This is an optimization exercise on Yosys and OpenROAD, whose aim is small area, not a production implementation.
The RTL was checked by simulation tests, not by an equivalence proof against the original design.
Power and IR drop assume default switching activity. No driver is modelled on the clock port, so clocking that relies on it looks cheaper here than on a real chip.

## dmem_responder
module dmem_responder #(
    parameter int          RAM_WORDS   = 64,
    parameter int          FIFO_DEPTH  = 8,
    parameter logic [31:0] PERIPH_BASE = 32'h0000_1000
) (
    input  logic        clk,
    input  logic        reset,
    input  logic [31:0] addr,
    input  logic [31:0] wdata,
    input  logic        memwrite,
    input  logic        memread,
    output logic [31:0] rdata,
    output logic [7:0]  tx_data,
    output logic        tx_valid,
    input  logic        tx_ready,
    input  logic [7:0]  rx_data,
    input  logic        rx_valid,
    output logic        rx_ready
);
Size: about 3600 cells after synthesis, about 2200 flip-flops, ~120 I/O pins, roughly 77000 sq um of cells after synthesis.
export LEC_CHECK = 0
export CAP_MARGIN = 10
export CORE_MARGIN = 2
export CORE_UTILIZATION = 60
export SLEW_MARGIN = 10
export SYNTH_HIERARCHICAL = 1
create_clock -name core_clock -period 8.0 [get_ports {clk}]
standard.sh (not shown) runs the stock make flow with config.mk's settings and CLKGATE_MAP_FILE= SYNTH_SCRIPT=/design/flow/synth_recipe.tcl, a recipe that flattens the netlist after the stock synthesis.
==> flow/flow/run.sh <==
#!/bin/bash
# Standard ORFS layout with two changes: port buffers use the smallest
# buffer cell, and clock tree synthesis clusters more sinks per buffer and
# inserts no dummy loads. Each tool's full output goes to its own log here
# (ORFS also keeps per-step logs under orfs/logs/).
set -euo pipefail
export BUFFER_PORTS_ARGS="-buffer_cell sky130_fd_sc_hd__buf_1"
export CTS_ARGS="-sink_clustering_enable -repair_clock_nets -dont_use_dummy_load -buf_list {sky130_fd_sc_hd__clkbuf_16} -sink_clustering_size 25 -sink_clustering_max_diameter 80 -sink_buffer_max_cap_derate 1.0"
bash standard.sh synth > synth.log 2>&1
bash standard.sh floorplan > floorplan.log 2>&1
bash standard.sh place > place.log 2>&1
bash standard.sh cts > cts.log 2>&1
bash standard.sh finish > route_finish.log 2>&1
The starting point went through all stages and came out clean.
Edit:
==> flow/run.sh (new file) <==
#!/bin/bash
# synth_recipe.tcl (not shown) runs the flow's synth.tcl, then flattens the netlist and writes it again
# the make line also repeats each setting of config.mk as NAME=value (left out here)
make -C /OpenROAD-flow-scripts/flow DESIGN_CONFIG=/design/flow/config.mk WORK_HOME=/design/flow/orfs CLKGATE_MAP_FILE= SYNTH_SCRIPT=/design/flow/synth_recipe.tcl finish
--- a/flow/config.mk
+++ b/flow/config.mk
@@ -7,6 +7,8 @@
 export LEC_CHECK = 0
-export CAP_MARGIN = 10
+export CAP_MARGIN = 20
 export CORE_MARGIN = 2
 export CORE_UTILIZATION = 60
-export SLEW_MARGIN = 10
+export CTS_BUF_LIST = sky130_fd_sc_hd__clkbuf_8
+export CTS_CLUSTER_SIZE = 20
+export SLEW_MARGIN = 20
 export SYNTH_HIERARCHICAL = 1
removed: flow/flow/run.sh
removed: flow/standard.sh
=> The new run finished clean. Cell count rises by about 9%. Clock skew rises by 0.013 ns. Global-route usage rises by 0.96 points.

========
== job 5197 ==
The RTL this note starts from:
==> flow/design.v <==
package dmem_pkg;
    localparam logic [3:0] OFF_TXDATA = 4'h0;
    localparam logic [3:0] OFF_RXDATA = 4'h4;
    localparam logic [3:0] OFF_STATUS = 4'h8;
    localparam logic [3:0] OFF_COUNT  = 4'hC;
    localparam int ST_TX_FULL  = 0;
    localparam int ST_TX_EMPTY = 1;
    localparam int ST_RX_FULL  = 2;
    localparam int ST_RX_EMPTY = 3;
    localparam int ST_TX_OVF   = 4;
    localparam logic [1:0] REG_TXDATA = OFF_TXDATA[3:2];
    localparam logic [1:0] REG_RXDATA = OFF_RXDATA[3:2];
    localparam logic [1:0] REG_STATUS = OFF_STATUS[3:2];
    localparam logic [1:0] REG_COUNT  = OFF_COUNT[3:2];
    function automatic logic [1:0] decode_reg(input logic [1:0] word_off);
        decode_reg = word_off;
    endfunction
endpackage
module sync_fifo #(
    parameter int WIDTH = 8,
    parameter int DEPTH = 8
) (
    input  logic                       clk,
    input  logic                       reset,
    input  logic                       push,
    input  logic [WIDTH-1:0]           push_data,
    input  logic                       pop,
    output logic [WIDTH-1:0]           head,
    output logic                       full,
    output logic                       empty,
    output logic [$clog2(DEPTH):0]     count
);
    localparam int PW = $clog2(DEPTH);
    logic [WIDTH-1:0] mem_q [DEPTH];
    logic [PW:0]      count_q, count_d;
    logic             do_push, do_pop;
    assign empty = (count_q == '0);
    assign full  = (count_q == (PW+1)'(DEPTH));
    assign count = count_q;
    logic [DEPTH-1:0] hsel;
    always_comb begin
        for (int i = 0; i < DEPTH; i++) begin
            hsel[i] = (count_q == (PW+1)'(i + 1));
        end
    end
    for (genvar b = 0; b < WIDTH; b++) begin : g_head
        logic [DEPTH-1:0] col;
        for (genvar i = 0; i < DEPTH; i++) begin : g_col
            assign col[i] = mem_q[i][b];
        end
        dmem_andor8 u_rd (.d(col), .s(hsel), .y(head[b]));
    end
    always_comb begin
        do_pop  = pop && !empty;
        do_push = push && (!full || do_pop);
        count_d = count_q;
        if (do_push && !do_pop) begin
            count_d = count_q + (PW+1)'(1);
        end else if (do_pop && !do_push) begin
            count_d = count_q - (PW+1)'(1);
        end
    end
    always_ff @(posedge clk) begin
        if (reset) begin
            count_q <= '0;
        end else begin
            count_q <= count_d;
        end
    end
    logic push_hold;
    assign push_hold = !do_push;
    for (genvar i = 0; i < DEPTH; i++) begin : g_ent
        logic [WIDTH-1:0] nxt, src;
        if (i == 0) begin : g_first
            assign src = push_data;
        end else begin : g_next
            assign src = mem_q[i-1];
        end
        for (genvar b = 0; b < WIDTH; b++) begin : g_bit
            dmem_hold u_hold (.q(mem_q[i][b]), .hold(push_hold), .d(src[b]), .load(do_push), .y(nxt[b]));
        end
        always_ff @(posedge clk) begin
            mem_q[i] <= nxt;
        end
    end
endmodule
module dmem_responder #(
    parameter int          RAM_WORDS   = 64,
    parameter int          FIFO_DEPTH  = 8,
    parameter logic [31:0] PERIPH_BASE = 32'h0000_1000
) (
    input  logic        clk,
    input  logic        reset,
    input  logic [31:0] addr,
    input  logic [31:0] wdata,
    input  logic        memwrite,
    input  logic        memread,
    output logic [31:0] rdata,
    output logic [7:0]  tx_data,
    output logic        tx_valid,
    input  logic        tx_ready,
    input  logic [7:0]  rx_data,
    input  logic        rx_valid,
    output logic        rx_ready
);
    localparam int RAM_AW = $clog2(RAM_WORDS);
    localparam int CW     = $clog2(FIFO_DEPTH) + 1;
    logic [31:0]       ram_q [RAM_WORDS];
    logic [RAM_AW-1:0] ram_idx;
    logic              ram_hit, mbox_hit;
    logic [1:0]        reg_sel;
    logic [RAM_WORDS-1:0] ram_sel, ram_we, ram_hold;
    logic [31:0]       mbox_rd;
    logic              tx_push, tx_full, tx_empty;
    logic [7:0]        tx_head;
    logic [CW-1:0]     tx_count;
    logic              rx_push, rx_pop, rx_full, rx_empty;
    logic [7:0]        rx_head;
    logic [CW-1:0]     rx_count;
    logic              tx_ovf_q, tx_ovf_d;
    logic [31:0]       status;
    assign ram_hit  = (addr < 32'(RAM_WORDS * 4));
    assign ram_idx  = addr[RAM_AW+1:2];
    assign mbox_hit = (addr[31:4] == PERIPH_BASE[31:4]);
    assign reg_sel  = dmem_pkg::decode_reg(addr[3:2]);
    assign tx_valid = !tx_empty;
    assign tx_data  = tx_head;
    assign rx_ready = !rx_full;
    always_comb begin
        tx_push  = memwrite && mbox_hit && (reg_sel == dmem_pkg::REG_TXDATA);
        rx_push  = rx_valid && !rx_full;
        rx_pop   = memread && !memwrite && mbox_hit && (reg_sel == dmem_pkg::REG_RXDATA) && !rx_empty;
        tx_ovf_d = tx_ovf_q;
        if (tx_push && tx_full && !tx_ready) begin
            tx_ovf_d = 1'b1;
        end
        if (memwrite && mbox_hit && (reg_sel == dmem_pkg::REG_STATUS) && wdata[dmem_pkg::ST_TX_OVF]) begin
            tx_ovf_d = 1'b0;
        end
    end
    always_ff @(posedge clk) begin
        if (reset) begin
            tx_ovf_q <= 1'b0;
        end else begin
            tx_ovf_q <= tx_ovf_d;
        end
    end
    sync_fifo #(.WIDTH(8), .DEPTH(FIFO_DEPTH)) u_tx_fifo (
        .clk       (clk),
        .reset     (reset),
        .push      (tx_push),
        .push_data (wdata[7:0]),
        .pop       (tx_ready),
        .head      (tx_head),
        .full      (tx_full),
        .empty     (tx_empty),
        .count     (tx_count)
    );
    sync_fifo #(.WIDTH(8), .DEPTH(FIFO_DEPTH)) u_rx_fifo (
        .clk       (clk),
        .reset     (reset),
        .push      (rx_push),
        .push_data (rx_data),
        .pop       (rx_pop),
        .head      (rx_head),
        .full      (rx_full),
        .empty     (rx_empty),
        .count     (rx_count)
    );
    always_comb begin
        for (int i = 0; i < RAM_WORDS; i++) begin
            ram_sel[i]  = ram_hit && (ram_idx == RAM_AW'(i));
            ram_we[i]   = memwrite && ram_sel[i];
            ram_hold[i] = !ram_we[i];
        end
    end
    for (genvar i = 0; i < RAM_WORDS; i++) begin : g_word
        logic [31:0] q, d;
        for (genvar b = 0; b < 32; b++) begin : g_bit
            dmem_hold u_hold (.q(q[b]), .hold(ram_hold[i]), .d(wdata[b]), .load(ram_we[i]), .y(d[b]));
        end
        always_ff @(posedge clk) begin
            q <= d;
        end
        assign ram_q[i] = q;
    end
    for (genvar b = 0; b < 32; b++) begin : g_rd
        logic [20:0] n;
        for (genvar g = 0; g < 21; g++) begin : g_aoi
            dmem_aoi222 u_aoi (
                .a0(ram_q[3*g][b]),   .s0(ram_sel[3*g]),
                .a1(ram_q[3*g+1][b]), .s1(ram_sel[3*g+1]),
                .a2(ram_q[3*g+2][b]), .s2(ram_sel[3*g+2]),
                .y(n[g])
            );
        end
        if (b < 12) begin : g_mb
            dmem_or_tree_c u_tree (.n(n), .a(ram_q[63][b]), .s(ram_sel[63]), .c(mbox_rd[b]), .y(rdata[b]));
        end else begin : g_nomb
            dmem_or_tree u_tree (.n(n), .a(ram_q[63][b]), .s(ram_sel[63]), .y(rdata[b]));
        end
    end
    always_comb begin
        status              = '0;
        status[dmem_pkg::ST_TX_FULL]  = tx_full;
        status[dmem_pkg::ST_TX_EMPTY] = tx_empty;
        status[dmem_pkg::ST_RX_FULL]  = rx_full;
        status[dmem_pkg::ST_RX_EMPTY] = rx_empty;
        status[dmem_pkg::ST_TX_OVF]   = tx_ovf_q;
        mbox_rd             = '0;
        if (mbox_hit) begin
            case (reg_sel)
                dmem_pkg::REG_RXDATA: mbox_rd = {24'b0, rx_head};
                dmem_pkg::REG_STATUS: mbox_rd = status;
                dmem_pkg::REG_COUNT:  mbox_rd = {16'b0, 8'(rx_count), 8'(tx_count)};
                default:    mbox_rd = '0;
            endcase
        end
    end
endmodule
module dmem_aoi222 (
    input  logic a0, s0, a1, s1, a2, s2,
    output logic y
);
    assign y = ~((a0 & s0) | (a1 & s1) | (a2 & s2));
endmodule
module dmem_nand4 (
    input  logic a, b, c, d,
    output logic y
);
    assign y = ~(a & b & c & d);
endmodule
module dmem_nand2 (
    input  logic a, b,
    output logic y
);
    assign y = ~(a & b);
endmodule
module dmem_nor3 (
    input  logic a, b, c,
    output logic y
);
    assign y = ~(a | b | c);
endmodule
module dmem_or_tree_c (
    input  logic [20:0] n,
    input  logic        a, s, c,
    output logic        y
);
    assign y = ~(&n) | (a & s) | c;
endmodule
module dmem_or_tree (
    input  logic [20:0] n,
    input  logic        a, s,
    output logic        y
);
    assign y = ~(&n) | (a & s);
endmodule
module dmem_andor8 (
    input  logic [7:0] d,
    input  logic [7:0] s,
    output logic       y
);
    assign y = |(d & s);
endmodule
module dmem_hold (
    input  logic q, hold, d, load,
    output logic y
);
    assign y = (q & hold) | (d & load);
endmodule
Settings: LEC_CHECK=0, CAP_MARGIN=20, CORE_MARGIN=2, CORE_UTILIZATION=70, CTS_BUF_LIST=sky130_fd_sc_hd__clkbuf_16, CTS_CLUSTER_DIAMETER=80, CTS_CLUSTER_SIZE=30, PLACE_DENSITY=0.78, SLEW_MARGIN=20, SYNTH_HIERARCHICAL=1; clock period 8.0 ns.
run.sh (not shown) runs the stock make flow with config.mk's settings and CLKGATE_MAP_FILE= SYNTH_SCRIPT=/design/flow/synth_recipe.tcl, a recipe that flattens the netlist after the stock synthesis.
Stock flow here: none of the scripts above is used.
What the final checks of job 5197 revealed, after a flow that finished every stage, was a layout that fails on negative setup slack.
Edits applied to the flow inputs when going from job 5197 to job 6013:
- removing CTS_CLUSTER_DIAMETER (formerly 80)
- setting SETUP_SLACK_MARGIN to 1.0 for the first time
- removing CTS_CLUSTER_SIZE (formerly 30)
- removing CTS_BUF_LIST (formerly sky130_fd_sc_hd__clkbuf_16)
==> flow/flow/run.sh (new file) <==
#!/bin/bash
# Standard ORFS layout with two changes: port buffers use the smallest
# buffer cell, and clock tree synthesis clusters more sinks per buffer and
# inserts no dummy loads. Each tool's full output goes to its own log here
# (ORFS also keeps per-step logs under orfs/logs/).
set -euo pipefail
export BUFFER_PORTS_ARGS="-buffer_cell sky130_fd_sc_hd__buf_1"
export CTS_ARGS="-sink_clustering_enable -repair_clock_nets -dont_use_dummy_load -buf_list {sky130_fd_sc_hd__clkbuf_16} -sink_clustering_size 30 -sink_clustering_max_diameter 80 -sink_buffer_max_cap_derate 1.0"
bash standard.sh synth > synth.log 2>&1
bash standard.sh floorplan > floorplan.log 2>&1
bash standard.sh place > place.log 2>&1
bash standard.sh cts > cts.log 2>&1
bash standard.sh finish > route_finish.log 2>&1
==> flow/standard.sh (new file) <==
#!/bin/bash
# synth_recipe.tcl (not shown) runs the flow's synth.tcl, then flattens the netlist and writes it again
# the make line also repeats each setting of config.mk as NAME=value (left out here)
make -C /OpenROAD-flow-scripts/flow DESIGN_CONFIG=/design/flow/config.mk WORK_HOME=/design/flow/orfs CLKGATE_MAP_FILE= SYNTH_SCRIPT=/design/flow/synth_recipe.tcl "${@:-finish}"
removed: flow/run.sh
[summary]
Per the final summary, job 6013 finished and its layout is clean on timing, DRC and antenna.
Job 6013 ended up with sky130_fd_sc_hd__nor4_2 as its slowest stage cell on the critical path; job 5197 ended up with sky130_fd_sc_hd__nor2b_1.
Job 5197 has lower met2 routed wirelength than job 6013.
Compared job 6013 vs job 5197, and cell area is down in job 6013.
Per the comparison of job 6013 with job 5197, average instance area after synthesis shows no meaningful change, part of the power in the clock network fell 0.5 points, total vias in the final route now smaller.
Inputs modified between job 6013 and job 8520:
- PLACE_DENSITY changed from 0.78 to 0.82
- SETUP_SLACK_MARGIN removed (was 1.0)
- CORE_UTILIZATION changed from 70 to 75
Notes after the runs:
- Apart from job 8520, each of job 6013 and job 8520 ends the flow with a layout that passes the timing, DRC and antenna checks.
- In job 8520 the implementation completed, yet the final layout does not meet the checks, the culprit being negative setup slack.
- Of job 6013 and job 8520, job 6013 shows the lower worst-margin pin slew, with job 8520 above it.
- Changes observed in job 8520 relative to job 6013: share of the clock period used by the worst path after layout now sits higher; clock transition at the registers of the reported paths now sits at about the same level.
- Job 6013 has a higher wire length on met2 than job 8520.
- Compare job 6013 and job 8520 | count of antenna diodes in the layout lower: job 6013

==> what the ideal ports hide <==
The flow's constraints put no driver on any port. The routed layouts listed below were extracted and timed again, unchanged, in two steps. Step 1 sets driving cells, clkbuf_16 on the clock port and buf_2 on the other inputs (assumed; they add their load-dependent delay and slew). Step 2 times the ports against the registers' clock, not the clock port: input delays grow and output delays shrink by t, the midpoint of the rising clock arrivals with the driver on. Slacks: no drivers / after step 1 / after step 2; pairs: no drivers / after step 1.
run	t, ns	slack for setup (ns)	worst slew at a driven data input, ns	pins driven straight from the clock port
the first run of note 1	0.813	0.768 / 0.743 / 0.743	0.11	1
the second run of note 1	1.063	0.195 / 0.169 / 0.169	0.11	1
job 5197	0.814	-0.199 / -0.223 / -0.223	0.14	1
job 6013	0.815	0.664 / 0.598 / 0.598	0.24	1
job 8520	0.800	-0.255 / -0.349 / -0.349	0.18	1
The setup slack of job 8520, which loses most, moves by -0.094 ns with the drivers and by -0.094 ns with both steps.
